Background: an optimization exercise with open tools, aiming at small area, a short achievable clock period and few clock cycles per item. Do not read the settings as production practice. RTL that was checked went through simulation tests only; none was proved equivalent to the original.

Setup of job 101:
Design subbytes_stream, start of the top module:
module subbytes_stream
#(
   parameter int LANES      = 16,
   parameter int CNT_W      = 32
) (
   input  logic                    clk,
   input  logic                    rst,
   input  logic                    in_valid,
   output logic                    in_ready,
   input  logic [aes_pkg::BYTE_W*LANES-1:0] in_data,
   input  logic                    in_inv,
   input  logic                    in_last,
   output logic                    out_valid,
   input  logic                    out_ready,
   output logic [aes_pkg::BYTE_W*LANES-1:0] out_data,
   output logic                    out_last,
   output logic [CNT_W-1:0]        beat_count
);
For scale: roughly 3400 cells after synthesis, roughly 360 flip-flops, ~300 I/O pins, roughly 34000 um2 of cells after synthesis.
export LEC_CHECK = 0
export CAP_MARGIN = 20
export CORE_MARGIN = 2
export CORE_UTILIZATION = 45
export PLACE_DENSITY = 0.6
export SETUP_SLACK_MARGIN = 2.1
export SLEW_MARGIN = 20
export SYNTH_HIERARCHICAL = 1
export SYNTH_MINIMUM_KEEP_SIZE = 0
create_clock -name core_clock -period 5.5 [get_ports {clk}]
standard.sh (not shown) runs the stock make flow with config.mk's settings and CLKGATE_MAP_FILE= SYNTH_SCRIPT=/design/flow/synth_recipe.tcl, a recipe that flattens the netlist after the stock synthesis.
==> flow/flow/run.sh <==
#!/bin/bash
# The standard layout (standard.sh), except that the port buffers that
# buffer_ports inserts are sky130_fd_sc_hd__buf_2 cells instead of its default pick.
set -euo pipefail
export BUFFER_PORTS_ARGS="-buffer_cell sky130_fd_sc_hd__buf_2"
bash standard.sh > standard_make.log 2>&1
Job 101 went all the way through the flow, and no timing, DRC or antenna check failed.
Testbench counts of job 101, summed over its fixed seeds: cycles 4,112, items 4,096.
The following lists how job 102 was set up differently from job 101:
- an added CTS_BUF_LIST of sky130_fd_sc_hd__clkbuf_4 sky130_fd_sc_hd__clkbuf_8
- a change of SETUP_SLACK_MARGIN from 2.1 to 2.2
==> comparison <==
Diff job 101 -> job 102: length of the first detailed-routing pass in iterations went down 2, met3 track demand over resource fell by 0.35 points, total CTS buffers now sits higher, routed wire length shows an increase of 2600 um.
Between job 101 and job 102, the area of placed instances is higher for job 102.
Modified inputs, job 103 compared to job 102
- SETUP_SLACK_MARGIN now 1.8, was 2.2
- CTS_BUF_LIST no longer set, was sky130_fd_sc_hd__clkbuf_4 sky130_fd_sc_hd__clkbuf_8
==> flow/run.sh (new file) <==
#!/bin/bash
# synth_recipe.tcl (not shown) runs the flow's synth.tcl, then flattens the netlist and writes it again
# the make line also repeats each setting of config.mk as NAME=value (left out here)
make -C /OpenROAD-flow-scripts/flow DESIGN_CONFIG=/design/flow/config.mk WORK_HOME=/design/flow/orfs CLKGATE_MAP_FILE= SYNTH_SCRIPT=/design/flow/synth_recipe.tcl finish
removed: flow/flow/run.sh
removed: flow/standard.sh
## What came out
- Fraction of area in clock buffers and inverters ended up 0.38 points lower on job 103 than on job 102.
- Final cell area: job 103 above job 102
- Comparing job 102 and job 103, the higher clock buffer instance count of the final layout was measured on job 102.
- Job 103 vs. job 102: worst setup slack went down, synthesized cell count was more or less identical, via count shows an increase of 313.
- Critical path depth: job 103 vs job 102 up 7

---

run 2:
Another version of the RTL of subbytes_stream (not shown whole).
Size: ~360 flip-flops, roughly 300 I/O pins, ~0.035 mm2 of cells after synthesis.
clock: 5.5 ns
lec_check: 0
cap_margin: 20
core_margin: 2
core_utilization: 45
place_density: 0.6
setup_slack_margin: 2.5
slew_margin: 20
synth_hierarchical: 1
synth_minimum_keep_size: 0
run.sh (not shown) runs the stock make flow with config.mk's settings and CLKGATE_MAP_FILE= SYNTH_SCRIPT=/design/flow/synth_recipe.tcl, a recipe that flattens the netlist after the stock synthesis.
Stock flow here: none of the scripts above is used.
What run 4 does differently from run 2 at the input level:
- SETUP_SLACK_MARGIN no longer set, was 2.5
Diff run 2 and run 4: routed length per placed instance lower in run 4
As far as number of enable-type register cells in the synthesized netlist goes, run 2 and run 4 are indistinguishable; the numbers are identical.
Path type of the worst setup path = register to output port: run 4; path type of the worst setup path = register to register: run 2
Relative to run 2, the ratio of routed vias to standard cells of run 4 is lower by 1.7%.
No run of this note included a check of the RTL's function; only the layout flow was run.

---

subbytes_stream, a different RTL version from the one above (not shown whole).
Size: about 3300 cells after synthesis, roughly 360 flip-flops, ~34000 sq um of cells after synthesis.
## subbytes_stream
module subbytes_stream
#(
   parameter int LANES      = 16,
   parameter int CNT_W      = 32
) (
   input  logic                    clk,
   input  logic                    rst,
   input  logic                    in_valid,
   output logic                    in_ready,
   input  logic [aes_pkg::BYTE_W*LANES-1:0] in_data,
   input  logic                    in_inv,
   input  logic                    in_last,
   output logic                    out_valid,
   input  logic                    out_ready,
   output logic [aes_pkg::BYTE_W*LANES-1:0] out_data,
   output logic                    out_last,
   output logic [CNT_W-1:0]        beat_count
);
export LEC_CHECK = 0
export CAP_MARGIN = 20
export CORE_MARGIN = 2
export CORE_UTILIZATION = 45
export CTS_BUF_LIST = sky130_fd_sc_hd__clkbuf_4 sky130_fd_sc_hd__clkbuf_8
export GPL_ROUTABILITY_DRIVEN = 0
export PLACE_DENSITY = 0.6
export SETUP_SLACK_MARGIN = 2.3
export SLEW_MARGIN = 20
export SYNTH_HIERARCHICAL = 1
export SYNTH_MINIMUM_KEEP_SIZE = 0
create_clock -name core_clock -period 5.5 [get_ports {clk}]
standard.sh (not shown) runs the stock make flow with config.mk's settings and CLKGATE_MAP_FILE= SYNTH_SCRIPT=/design/flow/synth_recipe.tcl, a recipe that flattens the netlist after the stock synthesis.
==> flow/flow/run.sh <==
#!/bin/bash
# The standard layout (standard.sh), except that the port buffers that
# buffer_ports inserts are sky130_fd_sc_hd__buf_2 cells instead of its default pick.
set -euo pipefail
export BUFFER_PORTS_ARGS="-buffer_cell sky130_fd_sc_hd__buf_2"
bash standard.sh > standard_make.log 2>&1
Testbench counts at the start, summed over its fixed seeds: cycles 4,112, items 4,096.
==> next run, changes <==
- CTS_CLUSTER_DIAMETER: default -> 80
- CTS_CLUSTER_SIZE: default -> 16
- GPL_ROUTABILITY_DRIVEN: 0 -> default
After rerunning: Cell area drops by 1.3%. Cell count fell by 1.4%. Critical path depth does not change. Maximum frequency shrinks by 0.73%. Worst setup slack loses 0.023 ns. Sequential cell count does not change. Synthesized cell count does not change. Via count falls by 1.3%. Worst hold slack improves by 0.0090 ns.
==> next run, changes <==
- CTS_CLUSTER_DIAMETER: 80 -> default
- CTS_CLUSTER_SIZE: 16 -> default
- TNS_END_PERCENT: default -> 20
The new run finished with timing, DRC and antenna clean.
Die area stays the same.
Global-route usage came out higher by 0.23 points.
Setup slack degrades by 0.13 ns.
Via count climbs by about 2%.
Cell area grows by about 0.8%.
==> next run, changes <==
- ABC_CLOCK_PERIOD_IN_PS: default -> 100000
- TNS_END_PERCENT: 20 -> default
After rerunning: The changed run passed the timing, DRC and antenna checks; setup slack gets better by 0.15 ns; wire length goes up by 1.1%; sequential share of layout area is lower by 0.16 points; die area does not change.
==> next run, changes <==
- ABC_CLOCK_PERIOD_IN_PS: 100000 -> default
- CTS_BUF_LIST: sky130_fd_sc_hd__clkbuf_4 sky130_fd_sc_hd__clkbuf_8 -> sky130_fd_sc_hd__clkbuf_8 sky130_fd_sc_hd__clkbuf_16
- CTS_CLUSTER_DIAMETER: default -> 100
- CTS_CLUSTER_SIZE: default -> 30
Effect: The new run produced a clean layout; die area stays the same; sequential cell count does not change; core utilization came out lower by 0.59 points; final area is lower slightly; routed wire length drops by a few percent; worst hold slack gets better by 0.0072 ns.
==> next run, changes <==
- CTS_CLUSTER_SIZE: 30 -> 20
Result: Register-to-register slack is about the same. Global-route usage stays flat.

---

Starting RTL as in the previous note.
==> flow/config.mk <==
export PLATFORM = sky130hd
export DESIGN_NAME = subbytes_stream
export DESIGN_NICKNAME = subbytes_stream
export VERILOG_FILES = /design/flow/design.v
export SDC_FILE = /design/flow/constraint.sdc
export NUM_CORES = 8
export LEC_CHECK = 0
export CAP_MARGIN = 20
export CORE_MARGIN = 2
export CORE_UTILIZATION = 45
export CTS_BUF_LIST = sky130_fd_sc_hd__clkbuf_8 sky130_fd_sc_hd__clkbuf_16
export CTS_CLUSTER_DIAMETER = 120
export CTS_CLUSTER_SIZE = 24
export PLACE_DENSITY = 0.6
export SETUP_SLACK_MARGIN = 2.3
export SLEW_MARGIN = 20
export SYNTH_HIERARCHICAL = 1
export SYNTH_MINIMUM_KEEP_SIZE = 0
==> flow/constraint.sdc <==
create_clock -name core_clock -period 5.5 [get_ports {clk}]
set_input_delay 1.1000 -clock core_clock [delete_from_list [all_inputs] [get_ports {clk}]]
set_output_delay 1.1000 -clock core_clock [all_outputs]
set_load 0.01 [all_outputs]
Scripts as last shown in full above: flow/flow/run.sh
Testbench counts at the start, summed over its fixed seeds: cycles 4,112, items 4,096.
Change:
CORE_UTILIZATION = 50   (was 45)
CTS_BUF_LIST = sky130_fd_sc_hd__clkbuf_4 sky130_fd_sc_hd__clkbuf_8   (was sky130_fd_sc_hd__clkbuf_8 sky130_fd_sc_hd__clkbuf_16)
CTS_CLUSTER_DIAMETER = unset   (was 120)
CTS_CLUSTER_SIZE = unset   (was 24)
PLACE_DENSITY = 0.65   (was 0.6)
What happened:
- The new run completed without violations
- via count increases by a few percent
- core utilization increases by 6.4 points
- area after synthesis does not change
- worst setup slack is about the same
- global-route usage increases by 3.3 points
- final cell count barely changes
Change:
CORE_UTILIZATION = 45   (was 50)
CTS_CLUSTER_DIAMETER = 80   (was unset)
CTS_CLUSTER_SIZE = 20   (was unset)
PLACE_DENSITY = 0.6   (was 0.65)
Non-clock buffer count came out higher by 7.
Core utilization came out lower by 6.1 points.
Clock skew barely changes.
Routed wire length decreases by 4.6%.
Via count is lower by 4.6%.
Cell count increases by 0.84%.
First-iteration DRC count is lower by 28%.
Change:
CTS_CLUSTER_DIAMETER = unset   (was 80)
CTS_CLUSTER_SIZE = unset   (was 20)
SETUP_SLACK_MARGIN = 2.45   (was 2.3)
After rerunning: Die area stays the same. Utilization grows by 3.2 points. Sequential share of layout area shrinks by 1.6 points. Via count grows by 3.5%. Worst setup slack gets better by 0.070 ns. Final area grows by 6.2%.

---

north:
subbytes_stream with an RTL version that a note above also has.
Size in the first run: ~3400 cells after synthesis, roughly 360 flip-flops, ~300 I/O pins, about 0.034 sq mm of cells after synthesis.
Settings: LEC_CHECK=0, CAP_MARGIN=20, CORE_MARGIN=2, CORE_UTILIZATION=45, PLACE_DENSITY=0.6, SETUP_SLACK_MARGIN=2.5, SLEW_MARGIN=20, SYNTH_HIERARCHICAL=1, SYNTH_MINIMUM_KEEP_SIZE=0; clock period 5.5 ns.
Scripts as last shown in full above: flow/flow/run.sh
north closes out successfully: all stages finished, all timing, DRC and antenna checks passed.
Testbench counts of north, summed over its fixed seeds: cycles 4,112, items 4,096.
Input-level comparison between south and north:
--- a/flow/config.mk
+++ b/flow/config.mk
@@ -11,3 +11,3 @@
 export PLACE_DENSITY = 0.6
-export SETUP_SLACK_MARGIN = 2.5
+export SETUP_SLACK_MARGIN = 1.8
 export SLEW_MARGIN = 20
### Flow results
On cell area after technology mapping, north and south are neck and neck.
Total via count after detailed routing down about 5% in south wrt north
From north to south the numbers moved as follows: setup slack moved down; number of fill cells in the layout increased by 760 relative to the old numbers.
Here is what was changed in the inputs of east compared with south.
--- a/flow/config.mk
+++ b/flow/config.mk
@@ -11,3 +11,3 @@
 export PLACE_DENSITY = 0.6
-export SETUP_SLACK_MARGIN = 1.8
+export SETUP_SLACK_MARGIN = 2.3
 export SLEW_MARGIN = 20
Notes after the runs:
- east completed end to end with timing, DRC and antenna clean.
- east vs. south: wire length shows an increase of about 5%; number of setup buffers added after CTS shows an increase of 2; global-route usage shows an increase of 0.81 points; number of clock-tree buffers in the layout shows an increase of 12.
- Minimum period implied by the final worst setup slack improves in east relative to south.

---

subbytes_stream, a different RTL version from the one above (not shown whole).
For scale: about 3300 cells after synthesis, roughly 360 flip-flops, about 300 I/O pins.
export LEC_CHECK = 0
export CAP_MARGIN = 20
export CORE_MARGIN = 2
export CORE_UTILIZATION = 45
export CTS_BUF_LIST = sky130_fd_sc_hd__clkbuf_4 sky130_fd_sc_hd__clkbuf_8
export PLACE_DENSITY = 0.6
export SETUP_SLACK_MARGIN = 2.2
export SLEW_MARGIN = 20
export SYNTH_HIERARCHICAL = 1
export SYNTH_MINIMUM_KEEP_SIZE = 0
create_clock -name core_clock -period 5.5 [get_ports {clk}]
==> flow/flow/run.sh <==
#!/bin/bash
# The standard layout (standard.sh), except that the port buffers that
# buffer_ports inserts are sky130_fd_sc_hd__buf_2 cells instead of its default pick.
set -euo pipefail
export BUFFER_PORTS_ARGS="-buffer_cell sky130_fd_sc_hd__buf_2"
export RECOVER_POWER=100
bash standard.sh > standard_make.log 2>&1
The starting point reached the layout checks and failed them: max-capacitance violations, max-slew violations.
Testbench counts at the start, summed over its fixed seeds: cycles 4,112, items 4,096.
Rerun with:
==> flow/flow/run.sh (replaced) <==
#!/bin/bash
# The standard layout (standard.sh), except that the port buffers that
# buffer_ports inserts are sky130_fd_sc_hd__buf_1 cells instead of its default pick.
set -euo pipefail
export BUFFER_PORTS_ARGS="-buffer_cell sky130_fd_sc_hd__buf_1"
bash standard.sh > standard_make.log 2>&1
- SETUP_SLACK_MARGIN: 2.2 -> 2.3
=> This time the run produced a clean layout. Non-clock buffer count is higher by 26. Routed wire length is higher by a few percent. Global-route usage is higher by 0.35 points. Hold slack got worse by 0.041 ns. Clock skew is higher by 0.0091 ns.
Rerun with:
==> flow/flow/run.sh (replaced) <==
#!/bin/bash
# The standard layout (standard.sh), except that the port buffers that
# buffer_ports inserts are sky130_fd_sc_hd__buf_2 cells instead of its default pick.
set -euo pipefail
export BUFFER_PORTS_ARGS="-buffer_cell sky130_fd_sc_hd__buf_2"
bash standard.sh > standard_make.log 2>&1
- CORE_UTILIZATION: 45 -> 55
- PLACE_DENSITY: 0.6 -> 0.7
- SETUP_SLACK_MARGIN: 2.3 -> 2.25
The new run ran to the end with no violations.
Fmax falls by 0.84%.
Non-clock buffer count falls by 19.
Setup slack gets worse by 0.027 ns.
Global-route usage rises by 3.8 points.
Design area falls by 2.6%.
Rerun with:
- CORE_UTILIZATION: 55 -> 45
- CTS_BUF_LIST: sky130_fd_sc_hd__clkbuf_4 sky130_fd_sc_hd__clkbuf_8 -> sky130_fd_sc_hd__clkbuf_4
- PLACE_DENSITY: 0.7 -> 0.6
- SETUP_SLACK_MARGIN: 2.25 -> 2.2
Routed wire length rises by a few percent; critical path depth went down by 6; maximum frequency increases slightly; via count is lower slightly; worst setup slack is better by 0.018 ns; design area increases slightly; sequential cell count does not change; core utilization shrinks by 12 points; clock-buffer cell count is higher by 51.

---

Setup of v1:
RTL: one of the versions met above, not the one the previous note started from.
Size in the first run: about 3300 cells after synthesis, ~360 flip-flops, ~300 I/O pins.
==> flow/config.mk <==
export PLATFORM = sky130hd
export DESIGN_NAME = subbytes_stream
export DESIGN_NICKNAME = subbytes_stream
export VERILOG_FILES = /design/flow/design.v
export SDC_FILE = /design/flow/constraint.sdc
export NUM_CORES = 8
export LEC_CHECK = 0
export CAP_MARGIN = 20
export CORE_MARGIN = 2
export CORE_UTILIZATION = 55
export CTS_BUF_LIST = sky130_fd_sc_hd__clkbuf_4 sky130_fd_sc_hd__clkbuf_8
export CTS_CLUSTER_DIAMETER = 80
export CTS_CLUSTER_SIZE = 20
export PLACE_DENSITY = 0.7
export SETUP_SLACK_MARGIN = 2.3
export SLEW_MARGIN = 20
export SYNTH_HIERARCHICAL = 1
export SYNTH_MINIMUM_KEEP_SIZE = 0
==> flow/constraint.sdc <==
create_clock -name core_clock -period 5.5 [get_ports {clk}]
set_input_delay 1.1000 -clock core_clock [delete_from_list [all_inputs] [get_ports {clk}]]
set_output_delay 1.1000 -clock core_clock [all_outputs]
set_load 0.01 [all_outputs]
==> flow/flow/run.sh <==
#!/bin/bash
# The standard layout (standard.sh), except that the port buffers that
# buffer_ports inserts are sky130_fd_sc_hd__buf_2 cells instead of its default pick.
set -euo pipefail
export BUFFER_PORTS_ARGS="-buffer_cell sky130_fd_sc_hd__buf_2"
bash standard.sh > standard_make.log 2>&1
v1: done, clean on timing, DRC and antenna
Testbench counts of v1, summed over its fixed seeds: cycles 4,112, items 4,096.
Input changes introduced in v45 (baseline for comparison: v1):
# v1
export LEC_CHECK = 0
export CAP_MARGIN = 20
export CORE_MARGIN = 2
export CORE_UTILIZATION = 55
export CTS_BUF_LIST = sky130_fd_sc_hd__clkbuf_4 sky130_fd_sc_hd__clkbuf_8
export CTS_CLUSTER_DIAMETER = 80
export CTS_CLUSTER_SIZE = 20
export PLACE_DENSITY = 0.7
export SETUP_SLACK_MARGIN = 2.3
export SLEW_MARGIN = 20
export SYNTH_HIERARCHICAL = 1
export SYNTH_MINIMUM_KEEP_SIZE = 0
create_clock -name core_clock -period 5.5 [get_ports {clk}]
# v45
export LEC_CHECK = 0
export CAP_MARGIN = 20
export CORE_MARGIN = 2
export CORE_UTILIZATION = 45
export CTS_BUF_LIST = sky130_fd_sc_hd__clkbuf_4 sky130_fd_sc_hd__clkbuf_8
export PLACE_DENSITY = 0.6
export SETUP_SLACK_MARGIN = 2.3
export SLEW_MARGIN = 20
export SYNTH_HIERARCHICAL = 1
export SYNTH_MINIMUM_KEEP_SIZE = 0
create_clock -name core_clock -period 5.5 [get_ports {clk}]
==> comparison <==
Having completed the whole flow, v45 delivered a layout that passed the timing, DRC and antenna checks.
Depth of the most critical reg-to-reg path, v45 and v1, lower one = v45.
Diff v45..v1 | portion of the post-synthesis area used by sequential elements | unchanged
Higher total routing resource utilization after global routing goes to v1 over v45.
Between v45 and v1, the area of all placed cells without fillers is lower for v1.
| placed standard-cell area | higher: v45 |
Against v1, count of vias placed by the detailed router in v45 fell by a few percent.
The share of final-layout standard cells stronger than drive strength 1 of v45 is higher than that of v1.
Here is what was changed in the inputs of v40 compared with v45.
# v45
export LEC_CHECK = 0
export CAP_MARGIN = 20
export CORE_MARGIN = 2
export CORE_UTILIZATION = 45
export CTS_BUF_LIST = sky130_fd_sc_hd__clkbuf_4 sky130_fd_sc_hd__clkbuf_8
export PLACE_DENSITY = 0.6
export SETUP_SLACK_MARGIN = 2.3
export SLEW_MARGIN = 20
export SYNTH_HIERARCHICAL = 1
export SYNTH_MINIMUM_KEEP_SIZE = 0
create_clock -name core_clock -period 5.5 [get_ports {clk}]
# v40
export LEC_CHECK = 0
export CAP_MARGIN = 20
export CORE_MARGIN = 2
export CORE_UTILIZATION = 45
export CTS_BUF_LIST = sky130_fd_sc_hd__clkbuf_4 sky130_fd_sc_hd__clkbuf_8
export CTS_CLUSTER_DIAMETER = 80
export CTS_CLUSTER_SIZE = 20
export PLACE_DENSITY = 0.6
export SETUP_SLACK_MARGIN = 2.4
export SLEW_MARGIN = 20
export SYNTH_HIERARCHICAL = 1
export SYNTH_MINIMUM_KEEP_SIZE = 0
create_clock -name core_clock -period 5.5 [get_ports {clk}]
==> comparison <==
Compared to v45, v40 reaches a higher achievable clock.
The global-route met2 utilization in v40 sits 0.56 points above the value recorded for v45.
Between v45 and v40, the setup clock skew after layout does not differ in any meaningful way.
Wire length down 0.70% in v40 wrt v45
Of v45 and v40, the higher relative max-transition margin belongs to v45.
Across both runs, cell area after layout was higher for v40 than for v45.
The portion of the clock cycle consumed by the worst path in the final layout in v40 sits 0.34 points below the value recorded for v45.
diff inputs: v40 => v39
# v40
export LEC_CHECK = 0
export CAP_MARGIN = 20
export CORE_MARGIN = 2
export CORE_UTILIZATION = 45
export CTS_BUF_LIST = sky130_fd_sc_hd__clkbuf_4 sky130_fd_sc_hd__clkbuf_8
export CTS_CLUSTER_DIAMETER = 80
export CTS_CLUSTER_SIZE = 20
export PLACE_DENSITY = 0.6
export SETUP_SLACK_MARGIN = 2.4
export SLEW_MARGIN = 20
export SYNTH_HIERARCHICAL = 1
export SYNTH_MINIMUM_KEEP_SIZE = 0
create_clock -name core_clock -period 5.5 [get_ports {clk}]
# v39
export LEC_CHECK = 0
export CAP_MARGIN = 20
export CORE_MARGIN = 2
export CORE_UTILIZATION = 40
export CTS_BUF_LIST = sky130_fd_sc_hd__clkbuf_4 sky130_fd_sc_hd__clkbuf_8
export CTS_CLUSTER_DIAMETER = 80
export CTS_CLUSTER_SIZE = 20
export PLACE_DENSITY = 0.55
export SETUP_SLACK_MARGIN = 2.3
export SLEW_MARGIN = 20
export SYNTH_HIERARCHICAL = 1
export SYNTH_MINIMUM_KEEP_SIZE = 0
create_clock -name core_clock -period 5.5 [get_ports {clk}]
### Flow results
Across v40 and v39, none had a timing, DRC or antenna violation.
Delta (v39 minus v40): global-route usage now smaller, final estimated routing congestion in global placement now smaller, fraction of final layout cells with drive strength greater than 1 now smaller.
v39 ended up with a lower core utilization than v40 did.
Share of cell area taken by multi-input logic gates in v39 is 0.64 points below v40.

[re-timing with driven ports]
No port has a modelled driver above. Below, the same layouts with a new extraction and two added sets of constraints. Step 1, drivers: a clkbuf_16 drives clk and a buf_2 each remaining input, both assumed. Step 2 adds t to the input delays and takes it off the output delays; t is the mean of the earliest and latest rising clock arrival at the registers after step 1. Input paths then give back, and output paths get back, about the clock's delay inside the block. Slacks: ideal ports / drivers / drivers and shift; pairs: ideal ports / drivers.
| run | shift t [ns] | slack for setup (ns) | latest minus earliest clock arrival (ns) | cell pins on the clock port's net |
|---|---|---|---|---|
| job 101 | 0.619 | 2.187 / 2.190 / 1.570 | 0.027 / 0.027 | 1 |
| job 102 | 0.690 | 2.233 / 2.176 / 1.540 | 0.041 / 0.041 | 1 |
| job 103 | 0.621 | 1.855 / 1.858 / 1.267 | 0.017 / 0.017 | 1 |
| run 2 | 0.637 | 2.005 / 2.005 / 1.766 | 0.033 / 0.033 | 1 |
| run 4 | 0.645 | 1.293 / 1.229 / 1.102 | 0.026 / 0.026 | 1 |
| the first run of note 3 | 0.686 | 2.426 / 2.214 / 1.528 | 0.032 / 0.031 | 1 |
| the second run of note 3 | 0.724 | 2.403 / 2.249 / 1.525 | 0.023 / 0.024 | 1 |
| the third run of note 3 | 0.662 | 2.274 / 2.268 / 1.606 | 0.045 / 0.044 | 1 |
| the fourth run of note 3 | 0.686 | 2.426 / 2.214 / 1.528 | 0.032 / 0.031 | 1 |
| the fifth run of note 3 | 0.635 | 2.409 / 2.185 / 1.550 | 0.032 / 0.032 | 1 |
| the sixth run of note 3 | 0.641 | 2.392 / 2.169 / 1.528 | 0.033 / 0.033 | 1 |
| the first run of note 4 | 0.598 | 2.377 / 2.148 / 1.550 | 0.021 / 0.020 | 1 |
| the second run of note 4 | 0.665 | 2.374 / 2.202 / 1.538 | 0.027 / 0.027 | 1 |
| the third run of note 4 | 0.736 | 2.375 / 2.269 / 1.533 | 0.027 / 0.027 | 1 |
| the fourth run of note 4 | 0.663 | 2.445 / 2.308 / 1.645 | 0.032 / 0.032 | 1 |
| north | 0.621 | 2.474 / 2.350 / 1.728 | 0.029 / 0.029 | 1 |
| south | 0.631 | 1.963 / 1.957 / 1.326 | 0.015 / 0.015 | 1 |
| east | 0.623 | 2.301 / 2.186 / 1.562 | 0.018 / 0.019 | 1 |
| the first run of note 6 | 0.675 | 1.303 / 1.167 / 0.492 | 0.040 / 0.039 | 1 |
| the second run of note 6 | 0.661 | 2.276 / 2.295 / 1.633 | 0.048 / 0.047 | 1 |
| the third run of note 6 | 0.712 | 2.249 / 2.247 / 1.535 | 0.027 / 0.027 | 1 |
| the fourth run of note 6 | 0.850 | 2.267 / 2.211 / 1.481 | 0.087 / 0.087 | 1 |
| v1 | 0.681 | 2.367 / 2.309 / 1.633 | 0.031 / 0.031 | 1 |
| v45 | 0.686 | 2.426 / 2.214 / 1.528 | 0.032 / 0.031 | 1 |
| v40 | 0.726 | 2.444 / 2.384 / 1.658 | 0.023 / 0.024 | 1 |
| v39 | 0.714 | 2.400 / 2.307 / 1.593 | 0.030 / 0.029 | 1 |
